What follows belongs to an exercise in optimizing a design on an open flow for small area and a short achievable clock period; a production flow would make more cautious choices. Only simulation tests tie the RTL to the original design; equivalence was not proved. The clock input has no modelled driver; a real chip could not lean on it and would need a root buffer or a full tree. Power is estimated from default activity; no workload was simulated.

==> inputs of run B <==
==> flow/design.v <==
module apb_subsystem_top #(
  parameter int unsigned ADDR_W      = 8,
  parameter int unsigned DATA_W      = 8,
  parameter int unsigned MEM_DEPTH   = 256,
  parameter int unsigned WAIT_CYCLES = 0
) (
  input  logic              pclk,
  input  logic              prstn,
  input  logic              trf_valid,
  input  logic [1:0]        trf_enc,
  input  logic [ADDR_W-1:0] trf_addr,
  input  logic [DATA_W-1:0] trf_wdata,
  output logic [DATA_W-1:0] trf_rdata,
  output logic              trf_rdata_valid
);
  logic r_setup, r_access;
  logic w_req;
  assign w_req = trf_valid && (trf_enc[0] ^ trf_enc[1]);
  logic r_live;
  always_ff @(posedge pclk or posedge prstn) begin
    if (prstn) begin
      r_setup  <= 1'b0;
      r_access <= 1'b0;
      r_live   <= 1'b0;
    end else begin
      r_setup  <= w_req && !r_setup;
      r_access <= r_setup;
      r_live   <= 1'b1;
    end
  end
  logic r_ph;
  always_ff @(posedge pclk) r_ph <= !r_ph && r_live;
  logic [15:0]       r_a_row, r_a_col;
  logic [DATA_W-1:0] r_a_wdata;
  logic              r_a_write;
  logic              w_a_wr;
  always_ff @(posedge pclk) begin
    r_a_row   <= 16'(1) << trf_addr[7:4];
    r_a_col   <= 16'(1) << trf_addr[3:0];
    r_a_wdata <= trf_wdata;
    r_a_write <= trf_enc[0];
  end
  assign w_a_wr = r_setup && r_a_write;   
  logic [15:0]       r_b_lrow_n;   
  logic [15:0]       r_b_lcol_n;   
  logic [15:0]       r_b_hrow;     
  logic [15:0]       r_b_hcol;     
  logic [DATA_W-1:0] r_b_wbits_n;  
  logic              r_b_read;
  always_ff @(posedge pclk) begin
    r_b_hcol    <= r_a_col;
    r_b_wbits_n <= ~(r_a_wdata ^ {DATA_W{r_ph}});   
    r_b_read    <= !r_a_write;
  end
  always_ff @(posedge pclk or posedge prstn) begin
    if (prstn) begin
      r_b_lrow_n <= '0;
      r_b_lcol_n <= '0;
      r_b_hrow   <= '0;
    end else begin
      r_b_lrow_n <= ~(r_a_row & {16{w_a_wr}});
      r_b_lcol_n <= ~r_a_col;
      r_b_hrow   <= r_a_row & {16{w_a_wr}};
    end
  end
  logic [DATA_W-1:0]    r_mem [MEM_DEPTH];
  logic [MEM_DEPTH-1:0] w_load, w_keep_n;
  for (genvar k = 0; k < MEM_DEPTH; k++) begin : g_word
    assign w_load[k]   = !(r_b_lrow_n[k/16] || r_b_lcol_n[k%16]);
    assign w_keep_n[k] = !(r_b_hrow[k/16] && r_b_hcol[k%16]);
    always_ff @(posedge pclk) begin
      r_mem[k] <= ~((r_mem[k] | {DATA_W{w_load[k]}}) & ({DATA_W{w_keep_n[k]}} | r_b_wbits_n));
    end
  end
  logic [DATA_W-1:0] w_row_data [16];
  logic [DATA_W-1:0] w_grp_data [8];
  always_comb begin
    for (int i = 0; i < 16; i++) begin
      w_row_data[i] = '0;
      for (int j = 0; j < 16; j++)
        w_row_data[i] = w_row_data[i] | (r_mem[i*16+j] & {DATA_W{r_a_col[j]}});
    end
    for (int g = 0; g < 8; g++) begin
      w_grp_data[g] = '0;
      for (int i = 2*g; i < 2*g+2; i++)
        w_grp_data[g] = w_grp_data[g] | (w_row_data[i] & {DATA_W{r_a_row[i]}});
    end
  end
  logic [DATA_W-1:0] r_p_data [8];
  always_ff @(posedge pclk) for (int g = 0; g < 8; g++) r_p_data[g] <= w_grp_data[g];
  logic              w_rd;
  logic [DATA_W-1:0] r_rdata;
  logic              r_rdata_valid;
  assign w_rd = r_access && r_b_read;
  always_ff @(posedge pclk or posedge prstn) begin
    if (prstn) begin
      r_rdata       <= '0;
      r_rdata_valid <= 1'b0;
    end else begin
      r_rdata_valid <= w_rd;
      if (w_rd) r_rdata <= (r_p_data[0] | r_p_data[1] | r_p_data[2] | r_p_data[3] |
                            r_p_data[4] | r_p_data[5] | r_p_data[6] | r_p_data[7])
                           ^ {DATA_W{!r_ph}};
    end
  end
  assign trf_rdata       = r_rdata;
  assign trf_rdata_valid = r_rdata_valid;
endmodule
==> flow/flow/run.sh <==
#!/bin/bash
set -euo pipefail
W=$(pwd)
cat >> config.mk <<EOF
export PRE_CTS_TCL = $W/flow/mycts.tcl
export PRE_IO_PLACEMENT_TCL = $W/flow/io.tcl
export BUFFER_PORTS_ARGS = -buffer_cell sky130_fd_sc_hd__buf_4
export MAX_REPAIR_ANTENNAS_ITER_DRT = 10
EOF
bash standard.sh > "$W/standard_flow.log" 2>&1
==> flow/flow/io.tcl <==
# Sourced as PRE_IO_PLACEMENT_TCL: keep the output pins together on one edge, so
# each output register can sit next to its pin.
set_io_pin_constraint -group -pin_names {trf_rdata[0] trf_rdata[1] trf_rdata[2] trf_rdata[3] trf_rdata[4] trf_rdata[5] trf_rdata[6] trf_rdata[7] trf_rdata_valid}
==> flow/flow/mycts.tcl <==
# Two-level clock tree, built in place of TritonCTS (sourced as PRE_CTS_TCL).
# Also places the output registers next to their output buffers (below).
# pclk -> 4 root clkbuf_16 (one per quadrant) -> NC x NR leaf clkbuf_16 -> flip-flops.
# Sinks are split into NC columns of equal count by x, each column into NR groups
# of equal count by y; every buffer sits at the centroid of what it drives, and
# detailed placement legalizes them afterwards.
set NC 8
set NR 10
set ::mc_block [ord::get_db_block]
set ::mc_bufm [[ord::get_db] findMaster sky130_fd_sc_hd__clkbuf_16]
set block $::mc_block
set clknet [$block findNet pclk]
$clknet setSigType CLOCK


# Output registers: move each one next to its port's output buffer (placed by the
# placer at the pin), so the register-to-port path has no long wire. Detailed
# placement in the CTS step legalizes them.
foreach bt [$::mc_block getBTerms] {
  if {[$bt getIoType] ne "OUTPUT"} { continue }
  set onet [$bt getNet]
  set obuf ""
  foreach it [$onet getITerms] { if {[$it isOutputSignal]} { set obuf [$it getInst] } }
  if {$obuf eq ""} { continue }
  set inet [[$obuf findITerm A] getNet]
  set ff ""
  foreach it [$inet getITerms] { if {[$it isOutputSignal]} { set ff [$it getInst] } }
  if {$ff eq "" || ![[$ff getMaster] isSequential]} { continue }
  set loc [$obuf getLocation]
  set fw [[$ff getMaster] getWidth]
  $ff setLocation [expr {[lindex $loc 0] - $fw}] [lindex $loc 1]
  puts "mycts: moved [$ff getName] next to [$obuf getName]"
}

set sinks {}
foreach it [$clknet getITerms] {
  set inst [$it getInst]
  set bb [$inst getBBox]
  lappend sinks [list [expr {([$bb xMin] + [$bb xMax]) / 2}] [expr {([$bb yMin] + [$bb yMax]) / 2}] $it]
}
set n [llength $sinks]
puts "mycts: $n clock sinks"

proc split_even {lst parts} {
  set n [llength $lst]
  set out {}
  for {set p 0} {$p < $parts} {incr p} {
    set a [expr {($p * $n) / $parts}]
    set b [expr {(($p + 1) * $n) / $parts - 1}]
    lappend out [lrange $lst $a $b]
  }
  return $out
}

proc centroid {pts} {
  set sx 0; set sy 0
  foreach p $pts { set sx [expr {$sx + [lindex $p 0]}]; set sy [expr {$sy + [lindex $p 1]}] }
  set k [llength $pts]
  return [list [expr {$sx / $k}] [expr {$sy / $k}]]
}

proc add_buf {name x y innet} {
  set block $::mc_block
  set bufm $::mc_bufm
  set inst [odb::dbInst_create $block $bufm $name]
  $inst setLocation [expr {$x - [$bufm getWidth] / 2}] [expr {$y - [$bufm getHeight] / 2}]
  $inst setPlacementStatus PLACED
  [$inst findITerm A] connect $innet
  set out [odb::dbNet_create $block "${name}_net"]
  $out setSigType CLOCK
  [$inst findITerm X] connect $out
  return [list $inst $out]
}

# leaf clusters
set cols [split_even [lsort -integer -index 0 $sinks] $NC]
set roots {}
for {set rq 0} {$rq < 4} {incr rq} { lappend roots {} }
set ci 0
foreach col $cols {
  set groups [split_even [lsort -integer -index 1 $col] $NR]
  set ri 0
  foreach g $groups {
    set q [expr {($ci >= $NC / 2 ? 2 : 0) + ($ri >= $NR / 2 ? 1 : 0)}]
    set c [centroid $g]
    lset roots $q [concat [lindex $roots $q] [list [list [lindex $c 0] [lindex $c 1] $g]]]
    incr ri
  }
  incr ci
}

set li 0
for {set q 0} {$q < 4} {incr q} {
  set leaves [lindex $roots $q]
  set c [centroid $leaves]
  # root buffer, driven by the clock port
  set r [add_buf "clkroot_$q" [lindex $c 0] [lindex $c 1] $clknet]
  set rnet [lindex $r 1]
  foreach lf $leaves {
    set g [lindex $lf 2]
    foreach s $g { [lindex $s 2] disconnect }
    set l [add_buf "clkleaf_$li" [lindex $lf 0] [lindex $lf 1] $rnet]
    set lnet [lindex $l 1]
    foreach s $g { [lindex $s 2] connect $lnet }
    incr li
  }
}
puts "mycts: 4 roots, $li leaves"

# The tree is built; TritonCTS is not run.
rename clock_tree_synthesis {}
proc clock_tree_synthesis {args} { puts "mycts: clock_tree_synthesis skipped" }
==> flow/standard.sh <==
#!/bin/bash
# synth_recipe.tcl (not shown) runs the flow's synth.tcl, then flattens the netlist and writes it again
# the make line also repeats each setting of config.mk as NAME=value (left out here)
make -C /OpenROAD-flow-scripts/flow DESIGN_CONFIG=/design/flow/config.mk WORK_HOME=/design/flow/orfs CLKGATE_MAP_FILE= SYNTH_SCRIPT=/design/flow/synth_recipe.tcl "${@:-finish}"
==> flow/config.mk <==
export PLATFORM = sky130hd
export DESIGN_NAME = apb_subsystem_top
export DESIGN_NICKNAME = apb_subsystem_top
export VERILOG_FILES = /design/flow/design.v
export SDC_FILE = /design/flow/constraint.sdc
export NUM_CORES = 4
export LEC_CHECK = 0
export CAP_MARGIN = 20
export CORE_MARGIN = 2
export CORE_UTILIZATION = 75
export SETUP_SLACK_MARGIN = 3.95
export SLEW_MARGIN = 20
export PRE_CTS_TCL = /design/flow/flow/mycts.tcl
export PRE_IO_PLACEMENT_TCL = /design/flow/flow/io.tcl
export BUFFER_PORTS_ARGS = -buffer_cell sky130_fd_sc_hd__buf_4
export MAX_REPAIR_ANTENNAS_ITER_DRT = 10
==> flow/constraint.sdc <==
create_clock -name core_clock -period 6.0 [get_ports {pclk}]
set_input_delay 1.2000 -clock core_clock [delete_from_list [all_inputs] [get_ports {pclk}]]
set_output_delay 1.2000 -clock core_clock [all_outputs]
set_load 0.01 [all_outputs]
==> run G (differences from run B) <==
==> flow/design.v, changed modules only <==
module apb_subsystem_top #(
  parameter int unsigned ADDR_W      = 8,
  parameter int unsigned DATA_W      = 8,
  parameter int unsigned MEM_DEPTH   = 256,
  parameter int unsigned WAIT_CYCLES = 0
) (
  input  logic              pclk,
  input  logic              prstn,
  input  logic              trf_valid,
  input  logic [1:0]        trf_enc,
  input  logic [ADDR_W-1:0] trf_addr,
  input  logic [DATA_W-1:0] trf_wdata,
  output logic [DATA_W-1:0] trf_rdata,
  output logic              trf_rdata_valid
);
  logic r_setup, r_access;
  logic w_req;
  assign w_req = trf_valid && (trf_enc[0] ^ trf_enc[1]);
  logic r_live;
  always_ff @(posedge pclk or posedge prstn) begin
    if (prstn) begin
      r_setup  <= 1'b0;
      r_access <= 1'b0;
      r_live   <= 1'b0;
    end else begin
      r_setup  <= w_req && !r_setup;
      r_access <= r_setup;
      r_live   <= 1'b1;
    end
  end
  logic r_ph;
  always_ff @(posedge pclk) r_ph <= !(r_ph && r_live);
  logic [15:0]       r_a_row, r_a_col;
  logic [DATA_W-1:0] r_a_wdata;
  logic              r_a_write;
  always_ff @(posedge pclk) begin
    r_a_row   <= 16'(1) << trf_addr[7:4];
    r_a_col   <= 16'(1) << trf_addr[3:0];
    r_a_wdata <= trf_wdata;
    r_a_write <= trf_enc[0];
  end
  logic [15:0]       r_b_wrow;     
  logic [15:0]       r_b_wcol;     
  logic [15:0]       r_b_hrow_n;   
  logic [15:0]       r_b_hcol_n;   
  logic [DATA_W-1:0] r_b_wbits;    
  logic              r_b_read;
  always_ff @(posedge pclk) begin
    r_b_wrow   <=   r_a_row & {16{r_setup && r_a_write}};
    r_b_wcol   <=   r_a_col;
    r_b_hrow_n <= ~(r_a_row & {16{r_setup && r_a_write}});
    r_b_hcol_n <= ~r_a_col;
    r_b_wbits  <= r_a_wdata ^ {DATA_W{!r_ph}};   
    r_b_read   <= !r_a_write;
  end
  logic [DATA_W-1:0]    r_mem [MEM_DEPTH];
  logic [MEM_DEPTH-1:0] w_we, w_hold;
  for (genvar k = 0; k < MEM_DEPTH; k++) begin : g_word
    assign w_we[k]   = r_b_wrow[k/16] && r_b_wcol[k%16];
    assign w_hold[k] = r_live && (r_b_hrow_n[k/16] || r_b_hcol_n[k%16]);
    always_ff @(posedge pclk) begin
      r_mem[k] <= ~((r_mem[k] & {DATA_W{w_hold[k]}}) | (r_b_wbits & {DATA_W{w_we[k]}}));
    end
  end
  logic [DATA_W-1:0] w_row_data [16];
  logic [DATA_W-1:0] w_grp_data [4];
  always_comb begin
    for (int i = 0; i < 16; i++) begin
      w_row_data[i] = '0;
      for (int j = 0; j < 16; j++)
        w_row_data[i] = w_row_data[i] | (r_mem[i*16+j] & {DATA_W{r_a_col[j]}});
    end
    for (int g = 0; g < 4; g++) begin
      w_grp_data[g] = '0;
      for (int i = 4*g; i < 4*g+4; i++)
        w_grp_data[g] = w_grp_data[g] | (w_row_data[i] & {DATA_W{r_a_row[i]}});
    end
  end
  logic [DATA_W-1:0] r_p_data [4];
  always_ff @(posedge pclk) for (int g = 0; g < 4; g++) r_p_data[g] <= w_grp_data[g];
  logic              w_rd;
  logic [DATA_W-1:0] r_rdata;
  logic              r_rdata_valid;
  assign w_rd = r_access && r_b_read;
  always_ff @(posedge pclk or posedge prstn) begin
    if (prstn) begin
      r_rdata       <= '0;
      r_rdata_valid <= 1'b0;
    end else begin
      r_rdata_valid <= w_rd;
      if (w_rd) r_rdata <= (r_p_data[0] | r_p_data[1] | r_p_data[2] | r_p_data[3])
                           ^ {DATA_W{!r_ph}};
    end
  end
  assign trf_rdata       = r_rdata;
  assign trf_rdata_valid = r_rdata_valid;
endmodule
==> flow/flow/run.sh (replaced) <==
#!/bin/bash
set -euo pipefail
W=$(pwd)
cat >> config.mk <<EOF
export PRE_CTS_TCL = $W/flow/mycts.tcl
export BUFFER_PORTS_ARGS = -buffer_cell sky130_fd_sc_hd__buf_4
EOF
bash standard.sh > "$W/standard_flow.log" 2>&1
--- a/flow/flow/mycts.tcl
+++ b/flow/flow/mycts.tcl
@@ -1,3 +1,2 @@
 # Two-level clock tree, built in place of TritonCTS (sourced as PRE_CTS_TCL).
-# Also places the output registers next to their output buffers (below).
 # pclk -> 4 root clkbuf_16 (one per quadrant) -> NC x NR leaf clkbuf_16 -> flip-flops.
@@ -13,22 +12,2 @@
 $clknet setSigType CLOCK
-
-
-# Output registers: move each one next to its port's output buffer (placed by the
-# placer at the pin), so the register-to-port path has no long wire. Detailed
-# placement in the CTS step legalizes them.
-foreach bt [$::mc_block getBTerms] {
-  if {[$bt getIoType] ne "OUTPUT"} { continue }
-  set onet [$bt getNet]
-  set obuf ""
-  foreach it [$onet getITerms] { if {[$it isOutputSignal]} { set obuf [$it getInst] } }
-  if {$obuf eq ""} { continue }
-  set inet [[$obuf findITerm A] getNet]
-  set ff ""
-  foreach it [$inet getITerms] { if {[$it isOutputSignal]} { set ff [$it getInst] } }
-  if {$ff eq "" || ![[$ff getMaster] isSequential]} { continue }
-  set loc [$obuf getLocation]
-  set fw [[$ff getMaster] getWidth]
-  $ff setLocation [expr {[lindex $loc 0] - $fw}] [lindex $loc 1]
-  puts "mycts: moved [$ff getName] next to [$obuf getName]"
-}
 
CORE_UTILIZATION = 80   (was 75)
MAX_REPAIR_ANTENNAS_ITER_DRT = default   (was 10)
PRE_IO_PLACEMENT_TCL = default   (was /design/flow/flow/io.tcl)
SETUP_SLACK_MARGIN = 3.7   (was 3.95)
removed: flow/flow/io.tcl
==> run E (differences from run B) <==
--- a/flow/flow/run.sh
+++ b/flow/flow/run.sh
@@ -7,3 +7,2 @@
 export BUFFER_PORTS_ARGS = -buffer_cell sky130_fd_sc_hd__buf_4
-export MAX_REPAIR_ANTENNAS_ITER_DRT = 10
 EOF
--- a/flow/flow/mycts.tcl
+++ b/flow/flow/mycts.tcl
@@ -1,3 +1,2 @@
 # Two-level clock tree, built in place of TritonCTS (sourced as PRE_CTS_TCL).
-# Also places the output registers next to their output buffers (below).
 # pclk -> 4 root clkbuf_16 (one per quadrant) -> NC x NR leaf clkbuf_16 -> flip-flops.
@@ -13,22 +12,2 @@
 $clknet setSigType CLOCK
-
-
-# Output registers: move each one next to its port's output buffer (placed by the
-# placer at the pin), so the register-to-port path has no long wire. Detailed
-# placement in the CTS step legalizes them.
-foreach bt [$::mc_block getBTerms] {
-  if {[$bt getIoType] ne "OUTPUT"} { continue }
-  set onet [$bt getNet]
-  set obuf ""
-  foreach it [$onet getITerms] { if {[$it isOutputSignal]} { set obuf [$it getInst] } }
-  if {$obuf eq ""} { continue }
-  set inet [[$obuf findITerm A] getNet]
-  set ff ""
-  foreach it [$inet getITerms] { if {[$it isOutputSignal]} { set ff [$it getInst] } }
-  if {$ff eq "" || ![[$ff getMaster] isSequential]} { continue }
-  set loc [$obuf getLocation]
-  set fw [[$ff getMaster] getWidth]
-  $ff setLocation [expr {[lindex $loc 0] - $fw}] [lindex $loc 1]
-  puts "mycts: moved [$ff getName] next to [$obuf getName]"
-}
 
CORE_UTILIZATION = 80   (was 75)
MAX_REPAIR_ANTENNAS_ITER_DRT = default   (was 10)
SETUP_SLACK_MARGIN = 3.8   (was 3.95)
==> run P (differences from run B) <==
--- a/flow/design.v
+++ b/flow/design.v
@@ -75,3 +75,3 @@
   logic [DATA_W-1:0] w_row_data [16];
-  logic [DATA_W-1:0] w_grp_data [8];
+  logic [DATA_W-1:0] w_grp_data [4];
   always_comb begin
@@ -82,5 +82,5 @@
     end
-    for (int g = 0; g < 8; g++) begin
+    for (int g = 0; g < 4; g++) begin
       w_grp_data[g] = '0;
-      for (int i = 2*g; i < 2*g+2; i++)
+      for (int i = 4*g; i < 4*g+4; i++)
         w_grp_data[g] = w_grp_data[g] | (w_row_data[i] & {DATA_W{r_a_row[i]}});
@@ -88,4 +88,4 @@
   end
-  logic [DATA_W-1:0] r_p_data [8];
-  always_ff @(posedge pclk) for (int g = 0; g < 8; g++) r_p_data[g] <= w_grp_data[g];
+  logic [DATA_W-1:0] r_p_data [4];
+  always_ff @(posedge pclk) for (int g = 0; g < 4; g++) r_p_data[g] <= w_grp_data[g];
   logic              w_rd;
@@ -100,4 +100,3 @@
       r_rdata_valid <= w_rd;
-      if (w_rd) r_rdata <= (r_p_data[0] | r_p_data[1] | r_p_data[2] | r_p_data[3] |
-                            r_p_data[4] | r_p_data[5] | r_p_data[6] | r_p_data[7])
+      if (w_rd) r_rdata <= (r_p_data[0] | r_p_data[1] | r_p_data[2] | r_p_data[3])
                            ^ {DATA_W{!r_ph}};
--- a/flow/flow/run.sh
+++ b/flow/flow/run.sh
@@ -7,3 +7,2 @@
 export BUFFER_PORTS_ARGS = -buffer_cell sky130_fd_sc_hd__buf_4
-export MAX_REPAIR_ANTENNAS_ITER_DRT = 10
 EOF
--- a/flow/flow/mycts.tcl
+++ b/flow/flow/mycts.tcl
@@ -1,3 +1,2 @@
 # Two-level clock tree, built in place of TritonCTS (sourced as PRE_CTS_TCL).
-# Also places the output registers next to their output buffers (below).
 # pclk -> 4 root clkbuf_16 (one per quadrant) -> NC x NR leaf clkbuf_16 -> flip-flops.
@@ -13,22 +12,2 @@
 $clknet setSigType CLOCK
-
-
-# Output registers: move each one next to its port's output buffer (placed by the
-# placer at the pin), so the register-to-port path has no long wire. Detailed
-# placement in the CTS step legalizes them.
-foreach bt [$::mc_block getBTerms] {
-  if {[$bt getIoType] ne "OUTPUT"} { continue }
-  set onet [$bt getNet]
-  set obuf ""
-  foreach it [$onet getITerms] { if {[$it isOutputSignal]} { set obuf [$it getInst] } }
-  if {$obuf eq ""} { continue }
-  set inet [[$obuf findITerm A] getNet]
-  set ff ""
-  foreach it [$inet getITerms] { if {[$it isOutputSignal]} { set ff [$it getInst] } }
-  if {$ff eq "" || ![[$ff getMaster] isSequential]} { continue }
-  set loc [$obuf getLocation]
-  set fw [[$ff getMaster] getWidth]
-  $ff setLocation [expr {[lindex $loc 0] - $fw}] [lindex $loc 1]
-  puts "mycts: moved [$ff getName] next to [$obuf getName]"
-}
 
CORE_UTILIZATION = 80   (was 75)
MAX_REPAIR_ANTENNAS_ITER_DRT = default   (was 10)
SETUP_SLACK_MARGIN = 3.7   (was 3.95)
==> notes.md <==
- Run G completed with no timing, DRC or antenna violations. Run B produced a clean layout. Run P finished with timing, DRC and antenna clean. Run E finished but fails on antenna violations.
- Between run E and run B, the lower via count is in run B (gap about 2%, measured against run B).
- Against run B, the flip-flop and latch count of run P is lower by 32.
- The highest global-route usage belongs to run P, the lowest to run B.
- Routed wire length, lowest first: run P, run B, run E, run G.
- In run B the combinational power is higher than in run E, by about 4%.
- Die area, lowest first: run P, run E, run G, run B.
- In run G the power is larger than in run P, by about 11%.
- Synthesized cell count: run E is lower than run G (about 4.6%).
- Against run P, the critical path depth of run B is lower by 5.
- The highest worst setup slack belongs to run E, the lowest to run G.
In every run of this note, the design's own scripts or RTL, not TritonCTS, make the clock network.

==> static timing again, ports no longer ideal <==
The flow's constraints put no driver on any port. The routed layouts listed below were extracted and timed again, unchanged, in two steps.
Step 1 sets driving cells, clkbuf_16 on the clock port and buf_2 on the other inputs (assumed; they add their load-dependent delay and slew).
Step 2 adds t to the input delays and takes it off the output delays; t is the mean of the earliest and latest rising clock arrival at the registers after step 1. Input paths then give back, and output paths get back, about the clock's delay inside the block.
a / b / c = ideal / step 1 / step 2; a / b = the first two.
| run | t, ns | slack for setup (ns) | worst data-port slew with drivers (ns) | pins driven straight from the clock port |
|---|---|---|---|---|
| run B | 0.747 | 3.647 / 3.469 / 3.773 | 0.05 | 4 |
| run G | 0.746 | 3.440 / 3.288 / 3.440 | 0.04 | 4 |
| run E | 0.736 | 3.649 / 3.498 / 3.699 | 0.07 | 4 |
| run P | 0.744 | 3.535 / 3.449 / 3.534 | 0.04 | 4 |
The setup slack of run P, which loses most, moves by -0.086 ns with the drivers and by -0.001 ns with both steps.
